This is an optimization exercise on Yosys and OpenROAD, whose aim is small area, a short achievable clock period and few clock cycles, not a production implementation.
Only simulation tests tie the RTL to the original design; equivalence was not proved.
Power and IR drop assume default switching activity.

// qsim_top
module qsim_top
(
  input  wire        clk,
  input  wire        reset_n,
  input  wire        dut_valid,
  output wire        dut_ready,
  output wire        q_state_input_sram_write_enable,
  output qsim_pkg::addr_t q_state_input_sram_write_address,
  output qsim_pkg::word_t q_state_input_sram_write_data,
  output qsim_pkg::addr_t q_state_input_sram_read_address,
  input  qsim_pkg::word_t q_state_input_sram_read_data,
  output wire        q_state_output_sram_write_enable,
  output qsim_pkg::addr_t q_state_output_sram_write_address,
  output qsim_pkg::word_t q_state_output_sram_write_data,
  input  qsim_pkg::word_t q_state_output_sram_read_data,
  output wire        scratchpad_sram_write_enable,
  output qsim_pkg::addr_t scratchpad_sram_write_address,
  output qsim_pkg::word_t scratchpad_sram_write_data,
  output qsim_pkg::addr_t scratchpad_sram_read_address,
  input  qsim_pkg::word_t scratchpad_sram_read_data,
  output qsim_pkg::addr_t q_gates_sram_read_address,
  input  qsim_pkg::word_t q_gates_sram_read_data
);
  logic [3:0]  col;
  logic [4:0]  col1;
  logic        src1;
  logic        first2;
  logic [3:0]  wrow;
  logic [4:0]  wrow1;
  logic [31:0] acc;
  qsim_seq qsim_seq_i (
    .clk        (clk),
    .reset_n    (reset_n),
    .dut_valid  (dut_valid),
    .dut_ready  (dut_ready),
    .header_word(q_state_input_sram_read_data),
    .gate_addr  (q_gates_sram_read_address),
    .col        (col),
    .col1       (col1),
    .src1       (src1),
    .first2     (first2),
    .input_we   (q_state_input_sram_write_enable),
    .scratch_we (scratchpad_sram_write_enable),
  ...
For scale: roughly 3300 cells after synthesis, roughly 35000 um2 of cells after synthesis.
Settings: LEC_CHECK=0, CAP_MARGIN=20, CORE_MARGIN=2, CORE_UTILIZATION=40, CTS_CLUSTER_DIAMETER=80, CTS_CLUSTER_SIZE=30, SLEW_MARGIN=20; clock period 9.0 ns.
standard.sh (not shown) runs the stock make flow with config.mk's settings and CLKGATE_MAP_FILE= SYNTH_SCRIPT=/design/flow/synth_recipe.tcl, a recipe that flattens the netlist after the stock synthesis.
==> flow/flow/run.sh <==
#!/bin/bash
# The standard layout (standard.sh) with these changes:
#  - synthesis skips the quick "abc -fast" pass inside Yosys's synth (-noabc);
#    otherwise that pass rewrites the generated full-adder trees so that
#    extract_fa finds most adders with inverted inputs and outputs, which
#    leaves several hundred inverters between the adder cells. Registers,
#    flattening and renaming are as in synth_recipe.tcl.
#  - every port still gets its buffer, but a plain buf_2 instead of the
#    clkdlybuf4s50_1 that buffer_ports picks by itself.
set -euo pipefail
export SETUP_SLACK_MARGIN=${MARGIN:-6.1}
export BUFFER_PORTS_ARGS="-buffer_cell sky130_fd_sc_hd__buf_2"
sed '1s/-nofsm -noshare /-nofsm -noshare -noabc /' synth_recipe.tcl > synth_noabc.tcl
grep -q -- '-noabc' synth_noabc.tcl
sed 's#/synth_recipe\.tcl#/synth_noabc.tcl#g' standard.sh > standard_noabc.sh
grep -q 'synth_noabc.tcl' standard_noabc.sh
bash standard_noabc.sh > standard.log 2>&1
Testbench counts at the start, summed over its fixed seeds: cycles 16,392.
==> next run, changes <==
--- a/flow/flow/run.sh
+++ b/flow/flow/run.sh
@@ -9,5 +9,5 @@
 #    clkdlybuf4s50_1 that buffer_ports picks by itself.
 set -euo pipefail
-export SETUP_SLACK_MARGIN=${MARGIN:-6.1}
+export SETUP_SLACK_MARGIN=${MARGIN:-5.9}
 export BUFFER_PORTS_ARGS="-buffer_cell sky130_fd_sc_hd__buf_2"
 sed '1s/-nofsm -noshare /-nofsm -noshare -noabc /' synth_recipe.tcl > synth_noabc.tcl
@@ -15,3 +15,3 @@
 sed 's#/synth_recipe\.tcl#/synth_noabc.tcl#g' standard.sh > standard_noabc.sh
 grep -q 'synth_noabc.tcl' standard_noabc.sh
-bash standard_noabc.sh > standard.log 2>&1
+bash standard.sh > standard.log 2>&1
Final cell count rises by 6.9%.
Maximum frequency goes down by 1.9%.
Critical path depth rose by 5.
Non-clock buffer count falls by 113.
Sequential share of layout area grows by 0.28 points.
Final area fell by 2.6%.
Routed wire length falls by 2.4%.
Register-to-register slack gets worse by 100 ps.
Flip-flop and latch count stays the same.
Utilization came out lower by 2.9 points.
Total power hardly moves.
==> next run, changes <==
==> flow/run.sh (new file) <==
#!/bin/bash
# synth_recipe.tcl (not shown) runs the flow's synth.tcl, then flattens the netlist and writes it again
# the make line also repeats each setting of config.mk as NAME=value (left out here)
make -C /OpenROAD-flow-scripts/flow DESIGN_CONFIG=/design/flow/config.mk WORK_HOME=/design/flow/orfs CLKGATE_MAP_FILE= SYNTH_SCRIPT=/design/flow/synth_recipe.tcl finish
--- a/flow/config.mk
+++ b/flow/config.mk
@@ -11,3 +11,4 @@
 export CTS_CLUSTER_DIAMETER = 80
 export CTS_CLUSTER_SIZE = 30
+export SETUP_SLACK_MARGIN = 5
 export SLEW_MARGIN = 20
removed: flow/flow/run.sh
removed: flow/standard.sh
Sequential share of layout area went down by 0.65 points.
Global-route usage shrinks by 0.16 points.
Utilization goes up by 0.48 points.
First-iteration DRC count grows by about 6%.
Area after synthesis does not change.
Clock skew stays flat.
Clock-buffer cell count increases by 3.
Hold slack gets worse by 10 ps.
Final cell count drops by 0.48%.
==> next run, changes <==
==> flow/flow/run.sh (new file) <==
#!/bin/bash
# The standard layout (standard.sh) with these changes:
#  - synthesis skips the quick "abc -fast" pass inside Yosys's synth (-noabc);
#    otherwise that pass rewrites the generated full-adder trees so that
#    extract_fa finds most adders with inverted inputs and outputs, which
#    leaves several hundred inverters between the adder cells. Registers,
#    flattening and renaming are as in synth_recipe.tcl.
#  - every port still gets its buffer, but a plain buf_2 instead of the
#    clkdlybuf4s50_1 that buffer_ports picks by itself.
set -euo pipefail
export SETUP_SLACK_MARGIN=${MARGIN:-5.8}
export BUFFER_PORTS_ARGS="-buffer_cell sky130_fd_sc_hd__buf_2"
sed '1s/-nofsm -noshare /-nofsm -noshare -noabc /' synth_recipe.tcl > synth_noabc.tcl
grep -q -- '-noabc' synth_noabc.tcl
sed 's#/synth_recipe\.tcl#/synth_noabc.tcl#g' standard.sh > standard_noabc.sh
grep -q 'synth_noabc.tcl' standard_noabc.sh
bash standard_noabc.sh > standard.log 2>&1
==> flow/standard.sh (new file) <==
#!/bin/bash
# synth_recipe.tcl (not shown) runs the flow's synth.tcl, then flattens the netlist and writes it again
# the make line also repeats each setting of config.mk as NAME=value (left out here)
make -C /OpenROAD-flow-scripts/flow DESIGN_CONFIG=/design/flow/config.mk WORK_HOME=/design/flow/orfs CLKGATE_MAP_FILE= SYNTH_SCRIPT=/design/flow/synth_recipe.tcl "${@:-finish}"
--- a/flow/config.mk
+++ b/flow/config.mk
@@ -11,4 +11,3 @@
 export CTS_CLUSTER_DIAMETER = 80
 export CTS_CLUSTER_SIZE = 30
-export SETUP_SLACK_MARGIN = 5
 export SLEW_MARGIN = 20
removed: flow/run.sh
Result: Setup slack is better by 670 ps. Wire length decreases by 4.0%. Hold slack improves by 4.5 ps. Via count came out lower by 7.6%. Total power went down by 4.0%. Combinational power goes down by about 6%. Cell area drops by 5.3%. Die area decreases by 4.0%. Area after synthesis goes down by 4.1%. Final cell count came out lower by 8.3%. Non-clock buffer count goes up by 26.

== v56 ==
Starting RTL as in the previous note.
clock: 9.0 ns
lec_check: 0
cap_margin: 20
core_margin: 2
core_utilization: 40
cts_cluster_diameter: 80
cts_cluster_size: 30
slew_margin: 20
==> flow/flow/run.sh <==
#!/bin/bash
# The standard layout (standard.sh) with these changes:
#  - synthesis skips the quick "abc -fast" pass inside Yosys's synth (-noabc);
#    otherwise that pass rewrites the generated full-adder trees so that
#    extract_fa finds most adders with inverted inputs and outputs, which
#    leaves several hundred inverters between the adder cells. Registers,
#    flattening and renaming are as in synth_recipe.tcl.
#  - every port still gets its buffer, but a plain buf_2 instead of the
#    clkdlybuf4s50_1 that buffer_ports picks by itself.
set -euo pipefail
export SETUP_SLACK_MARGIN=${MARGIN:-5.7}
export BUFFER_PORTS_ARGS="-buffer_cell sky130_fd_sc_hd__buf_2"
sed '1s/-nofsm -noshare /-nofsm -noshare -noabc /' synth_recipe.tcl > synth_noabc.tcl
grep -q -- '-noabc' synth_noabc.tcl
sed 's#/synth_recipe\.tcl#/synth_noabc.tcl#g' standard.sh > standard_noabc.sh
grep -q 'synth_noabc.tcl' standard_noabc.sh
bash standard_noabc.sh > standard.log 2>&1
Testbench counts of v56, summed over its fixed seeds: cycles 16,392.
Input-level comparison between v47 and v56:
- swapping 40 for 45 in CORE_UTILIZATION
-- flow/flow/run.sh --
<<< v56, line 11
export SETUP_SLACK_MARGIN=${MARGIN:-5.7}
>>> v47, line 11
export SETUP_SLACK_MARGIN=${MARGIN:-5.9}
==> comparison <==
- v47 ran to completion and came out clean on the timing, DRC and antenna checks.
- Between v47 and v56, it is v47 whose buffer share of cell area is higher, by 0.96 points.
- As of v47, full die area had fallen by more than 10% compared to v56.
- The higher met1 demand-to-capacity share in global routing of v47 and v56 is in v47.
- A source of the critical timing path of qsim_cmac_i.vim_one[3] is what v56 shows, while qsim_cmac_i.first_p[1] belongs to v47.
- v47 ends up with a antenna diode instance count that is 1 higher than in v56.
- Re cell total after placement: v56 was higher than v47.
- Number of vias per cell, v47 vs v56: up by a few percent
- Compared with v56, v47 improves total wirelength of the detailed-routed design.
- | proportion of power drawn by the clock network | higher: v56 |
- When v47 is measured against v56, its wire length of the first global-routing pass turns out 2300 um lower.
- Re final critical delay including setup and external delays: v47 and v56 aren't equal, and the lower value belongs to v47.
[inputs] v52 vs v47
- CORE_UTILIZATION changed from 45 to 40
-- flow/flow/run.sh --
<<< v47, line 11
export SETUP_SLACK_MARGIN=${MARGIN:-5.9}
>>> v52, line 11
export SETUP_SLACK_MARGIN=${MARGIN:-6.0}
Notes after the runs:
- Between v52 and v47, power dissipated in combinational cells is lower for v47, v52 comes in above that.
- As far as synthesized area goes, v47 and v52 are indistinguishable; the numbers are identical.
- Looking at start-to-end type of the worst setup path, the reg2reg result is from v47; the reg2out one comes from v52.
- The met1 demand-to-capacity share in global routing number comes out higher for v47 vs v52.
- When the final numbers for v52 and v47 were put side by side, the number of cells on the worst reg-to-reg path turned out to be smaller in v47.
- Routed wire in v52 totals more than in v47.
- Compared with v47, v52 shows global-route usage lower by 1.9 points.
- [compare] base=v47 new=v52: number of iterations in the first detailed-routing pass moved down, register fraction of the total cell area moved down.
[inputs] v3 vs v52
-- flow/flow/run.sh --
<<< v52, line 8
#  - every port still gets its buffer, but a plain buf_2 instead of the
>>> v3, line 8
#  - every port still gets its buffer, but a plain buf_4 instead of the
<<< v52, line 11
export SETUP_SLACK_MARGIN=${MARGIN:-6.0}
export BUFFER_PORTS_ARGS="-buffer_cell sky130_fd_sc_hd__buf_2"
>>> v3, line 11
export SETUP_SLACK_MARGIN=${MARGIN:-5.9}
export BUFFER_PORTS_ARGS="-buffer_cell sky130_fd_sc_hd__buf_4"
Notes after the runs:
- Run comparison: v3 critical path start-end classification in2reg; v52 critical path start-end classification reg2out
- The master of the slowest instance on the critical path comes out sky130_fd_sc_hd__edfxtp_1 in one run and sky130_fd_sc_hd__or4b_4 in the other, namely in v52 and v3 respectively.
- v3 against v52: overall power shrank by 5.3%, final cell count shrank by about 1.4%, part of the power in the clock network grew by 1.1 points, fraction of the core area covered by cells at the end of the flow shrank by 1.0 points.
- Switching share of power up 0.35 points in v3 wrt v52
- Capture point of the worst path: qsim_seq_i.gates_left[12] -> v3, scratchpad_sram_read_address[1] -> v52
The following lists how v20 was set up differently from v3:
- ABC_AREA: unset -> 1
-- flow/flow/run.sh --
<<< v3, line 8
#  - every port still gets its buffer, but a plain buf_4 instead of the
>>> v20, line 8
#  - every port still gets its buffer, but a plain buf_2 instead of the
<<< v3, line 12
export BUFFER_PORTS_ARGS="-buffer_cell sky130_fd_sc_hd__buf_4"
>>> v20, line 12
export BUFFER_PORTS_ARGS="-buffer_cell sky130_fd_sc_hd__buf_2"
Notes after the runs:
Of v20 and v3, the higher met1 capacity usage during global routing belongs to v20. Re combined global-route utilization of all metal layers: v20 and v3 aren't equal, and the higher value belongs to v20. Compared with v3, in v20 number of cells on the worst reg-to-reg path went down; detailed-route wire length on metal 1 went up; internal power went up; global-route wire length before repair went up; via count of the first global-routing pass went up. v20 reports its most frequent standard cell in the layout excluding fill and tap cells as sky130_fd_sc_hd__xor2_1 while v3 reports sky130_fd_sc_hd__xnor2_1. v3 → v20: share of the clock period used by the worst path has increased; share of cell area taken by flip-flops and latches has decreased.

== xenon ==
Another version of the RTL of qsim_top (not shown whole).
Size in the first run: ~3300 cells after synthesis, ~400 flip-flops, about 330 I/O pins, roughly 34000 sq um of cells after synthesis.
clock: 9.0 ns
lec_check: 0
cap_margin: 20
core_margin: 2
core_utilization: 40
slew_margin: 20
==> flow/flow/run.sh <==
#!/bin/bash
set -euo pipefail
export SETUP_SLACK_MARGIN=${MARGIN:-6.0}
export BUFFER_PORTS_ARGS="-buffer_cell sky130_fd_sc_hd__buf_2"
sed '1s/-nofsm -noshare /-nofsm -noshare -noabc /' synth_recipe.tcl > synth_noabc.tcl
grep -q -- '-noabc' synth_noabc.tcl
sed 's#/synth_recipe\.tcl#/synth_noabc.tcl#g' standard.sh > standard_noabc.sh
grep -q 'synth_noabc.tcl' standard_noabc.sh
bash standard_noabc.sh > standard.log 2>&1
xenon: all stages complete, timing, DRC and antenna checks passed
Testbench counts of xenon, summed over its fixed seeds: cycles 16,392.
Edits applied to the flow inputs when going from xenon to amber:
diff --git a/flow/flow/run.sh b/flow/flow/run.sh
--- a/flow/flow/run.sh
+++ b/flow/flow/run.sh
@@ -1,5 +1,5 @@
 #!/bin/bash
 set -euo pipefail
-export SETUP_SLACK_MARGIN=${MARGIN:-6.0}
+export SETUP_SLACK_MARGIN=${MARGIN:-5.5}
 export BUFFER_PORTS_ARGS="-buffer_cell sky130_fd_sc_hd__buf_2"
 sed '1s/-nofsm -noshare /-nofsm -noshare -noabc /' synth_recipe.tcl > synth_noabc.tcl
Findings:
- Between amber and xenon, the source-to-sink clock delay at the later pin of the worst-skew pair figures differ only marginally.
- For the core utilization, amber came in 6.9 points lower than xenon did.
- Against xenon, fmax in amber came out worse.
- The total power in amber sits about 9% below the value recorded for xenon.
- Via count of the first global-routing pass (amber vs. xenon) decreases by a little under 10%
- In terms of post-placement cell count, xenon and amber differ only marginally.
- Summary of amber over xenon: part of the power in registers went up; post-route cell area went down; setup slack went down; final critical-path share of the clock period went up.
Relative to amber, the following input files were edited for delta:
diff --git a/flow/flow/run.sh b/flow/flow/run.sh
--- a/flow/flow/run.sh
+++ b/flow/flow/run.sh
@@ -1,5 +1,5 @@
 #!/bin/bash
 set -euo pipefail
-export SETUP_SLACK_MARGIN=${MARGIN:-5.5}
+export SETUP_SLACK_MARGIN=${MARGIN:-5.4}
 export BUFFER_PORTS_ARGS="-buffer_cell sky130_fd_sc_hd__buf_2"
 sed '1s/-nofsm -noshare /-nofsm -noshare -noabc /' synth_recipe.tcl > synth_noabc.tcl
The worst-margin pin slew reported for delta is greater than that of amber by 0.052 ns. delta vs. amber: global-route wire length before repair was more or less identical; post-route standard cell area excluding fillers went down by about 1.4%; register fraction of the total cell area went up by 0.29 points; signed area change from the synthesized netlist to the final layout went down by 1.6 points. Via count improves in delta relative to amber. Wire length: delta < amber. Going from amber to delta, final worst-path cycle share grows by 0.42 points. Going from amber to delta, the highest fanout seen on the critical path was found to have gone up by 2. Measured against each other, delta and amber differ in total stage count of the critical path, the higher figure coming from delta.
Input changes introduced in fjord (baseline for comparison: delta):
diff --git a/flow/flow/run.sh b/flow/flow/run.sh
--- a/flow/flow/run.sh
+++ b/flow/flow/run.sh
@@ -1,5 +1,5 @@
 #!/bin/bash
 set -euo pipefail
-export SETUP_SLACK_MARGIN=${MARGIN:-5.4}
+export SETUP_SLACK_MARGIN=${MARGIN:-5.5}
 export BUFFER_PORTS_ARGS="-buffer_cell sky130_fd_sc_hd__buf_2"
 sed '1s/-nofsm -noshare /-nofsm -noshare -noabc /' synth_recipe.tcl > synth_noabc.tcl
diff --git a/flow/config.mk b/flow/config.mk
--- a/flow/config.mk
+++ b/flow/config.mk
@@ -6,4 +6,5 @@
 export NUM_CORES = 4
 export LEC_CHECK = 0
+export ABC_AREA = 1
 export CAP_MARGIN = 20
 export CORE_MARGIN = 2
Findings:
- Summary — maximum VDD drop, fjord relative to delta: lower, by 3.5 uV.
- Compared to delta, fjord leaves less free space in the core.
- fjord: combinational fraction of design power higher than delta
- Relative to delta, the total power of fjord is higher by 4.5%.
For onyx, these inputs were changed with respect to fjord:
diff --git a/flow/flow/run.sh b/flow/flow/run.sh
--- a/flow/flow/run.sh
+++ b/flow/flow/run.sh
@@ -1,5 +1,5 @@
 #!/bin/bash
 set -euo pipefail
-export SETUP_SLACK_MARGIN=${MARGIN:-5.5}
+export SETUP_SLACK_MARGIN=${MARGIN:-5.8}
 export BUFFER_PORTS_ARGS="-buffer_cell sky130_fd_sc_hd__buf_2"
 sed '1s/-nofsm -noshare /-nofsm -noshare -noabc /' synth_recipe.tcl > synth_noabc.tcl
diff --git a/flow/config.mk b/flow/config.mk
--- a/flow/config.mk
+++ b/flow/config.mk
@@ -6,5 +6,4 @@
 export NUM_CORES = 4
 export LEC_CHECK = 0
-export ABC_AREA = 1
 export CAP_MARGIN = 20
 export CORE_MARGIN = 2
Findings:
- Going from fjord to onyx, sequential share of layout area shrinks by 1.5 points.
- Between fjord and onyx, number of violations reported at the end of detailed-routing iteration 0 is lower for fjord, onyx comes in above that.
- In the tables for fjord and onyx, power consumed by combinational cells reads higher with onyx.
- Lower portion of total power attributed to combinational logic was reported by fjord, not onyx.
- Combined global-route utilization of all metal layers was lower in fjord than in onyx.
- Compared with fjord, onyx ends up with more cell area.
- Between fjord and onyx, the proportion of cell area occupied by multi-input gates is higher for fjord.
- fjord → onyx: synthesized area held steady; area of the multi-input gates grew by 1300 sq um; count of clock-buffer cells in the layout grew by about 1.5%.
- onyx did not stop at any stage, and its layout met the timing, DRC and antenna checks.

separate check: timing with driven ports:
How much do the figures lean on ideal ports? The routed layouts below were timed once more, with nothing changed but the port constraints. Step 1: set_driving_cell puts a clkbuf_16 on clk and a buf_2 on each other input, an assumption about the parent block. Step 2, shift: input delay + t, output delay - t, t = (earliest + latest rising clock arrival at the registers) / 2. This alone moves slack from input paths to output paths. a / b / c = ideal / step 1 / step 2; a / b = the first two.
run | shift t [ns] | slack for setup (ns) | worst setup path at the end
the first run of note 1 | 0.693 | 5.977 / 5.913 / 5.361 | input to register
the second run of note 1 | 0.683 | 5.919 / 5.894 / 5.281 | input to register
the third run of note 1 | 0.704 | 5.156 / 5.090 / 4.545 | input to register
the fourth run of note 1 | 0.724 | 5.822 / 5.788 / 5.230 | input to register
v56 | 0.720 | 5.706 / 5.706 / 5.233 | input to register
v47 | 0.693 | 5.903 / 5.873 / 5.281 | input to register
v52 | 0.718 | 5.944 / 5.874 / 5.349 | input to register
v3 | 0.661 | 5.937 / 5.916 / 5.316 | input to register
v20 | 0.692 | 5.875 / 5.875 / 5.395 | input to register
xenon | 0.696 | 5.770 / 5.770 / 5.369 | input to register
amber | 0.682 | 5.557 / 5.557 / 5.080 | input to register
delta | 0.681 | 5.520 / 5.520 / 5.027 | input to register
fjord | 0.655 | 5.518 / 5.518 / 5.069 | input to register
onyx | 0.680 | 5.736 / 5.736 / 5.246 | input to register
After both steps setup and hold are still met in every run listed. For the second run of note 1, which loses most, drivers alone change the setup slack by -0.025 ns; drivers and shift together by -0.638 ns.
